This is an optimization exercise on Yosys and OpenROAD, whose aim is small area, a short achievable clock period and few clock cycles, not a production implementation. RTL that was checked went through simulation tests only; none was proved equivalent to the original.

// yuv_rgb_top
module yuv_rgb_top #(
   parameter int PIXEL_PAIRS = 38400,  
   parameter int U_BASE      = 38400,
   parameter int V_BASE      = 57600,
   parameter int RGB_BASE    = 146944
) (
   input  logic        CLOCK,
   input  logic        Resetn,
   input  logic        start,
   output logic        done,
   output logic [17:0] sram_address,
   output logic [15:0] sram_write_data,
   input  logic [15:0] sram_read_data,
   output logic        sram_we_n
);
export LEC_CHECK = 0
export CAP_MARGIN = 20
export CORE_MARGIN = 2
export CORE_UTILIZATION = 40
export SLEW_MARGIN = 20
create_clock -name core_clock -period 13.0 [get_ports {CLOCK}]
standard.sh (not shown) runs the stock make flow with config.mk's settings and CLKGATE_MAP_FILE= SYNTH_SCRIPT=/design/flow/synth_recipe.tcl, a recipe that flattens the netlist after the stock synthesis.
==> flow/flow/run.sh <==
#!/bin/bash
# The standard layout, with two changes to how it is made (the clock period
# and constraints are unchanged):
#  - timing repair aims at 9 ns of setup slack;
#  - the port buffers are buf_1 cells instead of the default delay buffers.
# The make output goes to standard.log.
bash standard.sh "BUFFER_PORTS_ARGS=-buffer_cell sky130_fd_sc_hd__buf_1" SETUP_SLACK_MARGIN=9 finish > standard.log 2>&1
The starting point produced a clean layout.
Testbench counts at the start, summed over its fixed seeds: cycles 576,033.
Next try:
==> flow/flow/run.sh (replaced) <==
#!/bin/bash
# The standard layout, with three changes to how it is made (the clock period
# and constraints are unchanged):
#  - timing repair aims at 9 ns of setup slack;
#  - the port buffers are buf_1 cells instead of the default delay buffers;
#  - clock tree synthesis (clkbuf_8 cells) adds no dummy loads.
# The make output goes to standard.log.
bash standard.sh "BUFFER_PORTS_ARGS=-buffer_cell sky130_fd_sc_hd__buf_1" \
  "CTS_ARGS=-sink_clustering_enable -repair_clock_nets -buf_list sky130_fd_sc_hd__clkbuf_8 -dont_use_dummy_load" \
  SETUP_SLACK_MARGIN=9 finish > standard.log 2>&1
ABC_AREA = 1   (was not set)
CTS_BUF_LIST = sky130_fd_sc_hd__clkbuf_8   (was not set)
Outcome: The changed run went through all stages and came out clean. Global-route usage rises by 3.0 points. Routed wire length came out higher by 12%. Sequential share of layout area went up by 0.87 points. Cell area decreases by 2.7%. Synthesized cell count grows by 15%. Setup slack is better by 14 ps.
Next try:
==> flow/flow/run.sh (replaced) <==
#!/bin/bash
# The standard layout, with two changes to how it is made (the clock period
# and constraints are unchanged):
#  - timing repair aims at 9.6 ns of setup slack;
#  - the port buffers are buf_2 cells instead of the default delay buffers.
# The make output goes to standard.log.
bash standard.sh "BUFFER_PORTS_ARGS=-buffer_cell sky130_fd_sc_hd__buf_2" SETUP_SLACK_MARGIN=9.6 finish > standard.log 2>&1
ABC_AREA = not set   (was 1)
CTS_BUF_LIST = not set   (was sky130_fd_sc_hd__clkbuf_8)
Utilization climbs by 5.6 points. Hold slack gets better by 7.9 ps. Cell count is lower by about 8%. Worst setup slack improves by 95 ps. Synthesized cell count came out lower by about 13%. Die area is about the same. Via count went down by about 2%. Final area came out higher by 14%. Non-clock buffer count grows by 92.


Setup of P:
yuv_rgb_top, a different RTL version from the one above (not shown whole).
Size in the first run: roughly 55 I/O pins, roughly 16000 µm² of cells after synthesis.
clock: 13.0 ns
lec_check: 0
cap_margin: 20
core_margin: 2
core_utilization: 40
slew_margin: 20
==> flow/flow/run.sh <==
#!/bin/bash
# The standard layout, with timing repair aiming at 9 ns of setup slack
# (the clock period is unchanged). The make output goes to standard.log.
bash standard.sh SETUP_SLACK_MARGIN=9 finish > standard.log 2>&1
P ended with every stage complete and zero timing, DRC or antenna violations.
> inputs changed (P -> Q)
Settings: swapping 40 for 65 in CORE_UTILIZATION.
### Flow results
Final period utilization in Q vs P: up 1.4 points
Core utilization: Q higher than P
When Q is set beside P, its setup slack turns out to be 0.18 ns smaller.
Q gives less floorplan die area than P did.
No run of this note included a check of the RTL's function; only the layout flow was run.


Another version of the RTL of yuv_rgb_top (not shown whole).
For scale: about 1,800 cells after synthesis, roughly 260 flip-flops, roughly 55 I/O pins, about 17,000 sq um of cells after synthesis.
export LEC_CHECK = 0
export CAP_MARGIN = 20
export CORE_MARGIN = 2
export CORE_UTILIZATION = 40
export SLEW_MARGIN = 20
create_clock -name core_clock -period 13.0 [get_ports {CLOCK}]
==> flow/flow/run.sh <==
#!/bin/bash
# The standard layout, with timing repair aiming at 10 ns of setup slack
# (the clock period is unchanged). The make output goes to standard.log.
bash standard.sh SETUP_SLACK_MARGIN=10 finish > standard.log 2>&1
Testbench counts at the start, summed over its fixed seeds: cycles 576,033.
Rerun with:
==> flow/flow/run.sh (replaced) <==
#!/bin/bash
# The standard layout, with timing repair aiming at 8 ns of setup slack
# (the clock period is unchanged). The make output goes to standard.log.
bash standard.sh SETUP_SLACK_MARGIN=8 finish > standard.log 2>&1
After rerunning: Worst setup slack loses 0.92 ns; count of clock-buffer cells in the layout drops by 3; flip-flop and latch count stays the same; cell area fell by 15%; final cell count shrinks by 6.0%; non-clock buffer count goes down by 144; global-route usage came out lower by 2.5 points; via count shrinks by 8.1%.
Rerun with:
==> flow/flow/run.sh (replaced) <==
#!/bin/bash
# The standard layout, with timing repair aiming at 9 ns of setup slack
# (the clock period is unchanged). The make output goes to standard.log.
bash standard.sh SETUP_SLACK_MARGIN=9 finish > standard.log 2>&1
=> Area after synthesis does not change. First-iteration DRC count increases by about 2%. Sequential share of layout area went down by 0.76 points. Wire length rose by about 3%. Clock skew rises by 0.013 ns. Final area goes up by about 2.4%.
Rerun with:
==> flow/run.sh (new file) <==
#!/bin/bash
# synth_recipe.tcl (not shown) runs the flow's synth.tcl, then flattens the netlist and writes it again
# the make line also repeats each setting of config.mk as NAME=value (left out here)
make -C /OpenROAD-flow-scripts/flow DESIGN_CONFIG=/design/flow/config.mk WORK_HOME=/design/flow/orfs CLKGATE_MAP_FILE= SYNTH_SCRIPT=/design/flow/synth_recipe.tcl finish
removed: flow/flow/run.sh
removed: flow/standard.sh
=> Sequential share of layout area is higher by 0.83 points. Setup slack is worse by 1.4 ns. Design area is lower by about 2.5%.

-- static timing again, ports no longer ideal --
In the flow no input, the clock included, has a driving cell. The finished layouts below were timed again as built, in two steps.
Step 1: set_driving_cell puts a clkbuf_16 on CLOCK and a buf_2 on each other input, an assumption about the parent block.
Step 2 also shifts input and output timing later by t, the mid clock arrival at the registers, as if the neighbouring blocks saw the same clock.
Slacks: no drivers / after step 1 / after step 2; pairs: no drivers / after step 1.
| run | t, ns | setup WS [ns] | hold slack, ns |
|---|---|---|---|
| the first run of note 1 | 0.594 | 9.088 / 9.088 / 8.854 | 0.444 / 0.444 / 0.444 |
| the second run of note 1 | 0.624 | 9.102 / 9.123 / 8.499 | 0.434 / 0.434 / 0.434 |
| the third run of note 1 | 0.611 | 9.197 / 9.197 / 9.126 | 0.442 / 0.442 / 0.442 |
| P | 0.603 | 9.051 / 9.028 / 8.563 | 0.449 / 0.449 / 0.449 |
| Q | 0.581 | 8.869 / 8.869 / 8.626 | 0.445 / 0.445 / 0.445 |
| the first run of note 3 | 0.616 | 9.144 / 9.144 / 9.144 | 0.443 / 0.443 / 0.443 |
| the second run of note 3 | 0.603 | 8.221 / 8.221 / 8.221 | 0.444 / 0.444 / 0.444 |
| the third run of note 3 | 0.600 | 9.071 / 9.035 / 8.952 | 0.443 / 0.443 / 0.443 |
| the fourth run of note 3 | 0.605 | 7.659 / 7.659 / 7.659 | 0.444 / 0.444 / 0.444 |
After both steps setup and hold are still met in every run listed. The setup slack of the second run of note 1, which loses most, moves by +0.021 ns with the drivers and by -0.603 ns with both steps.
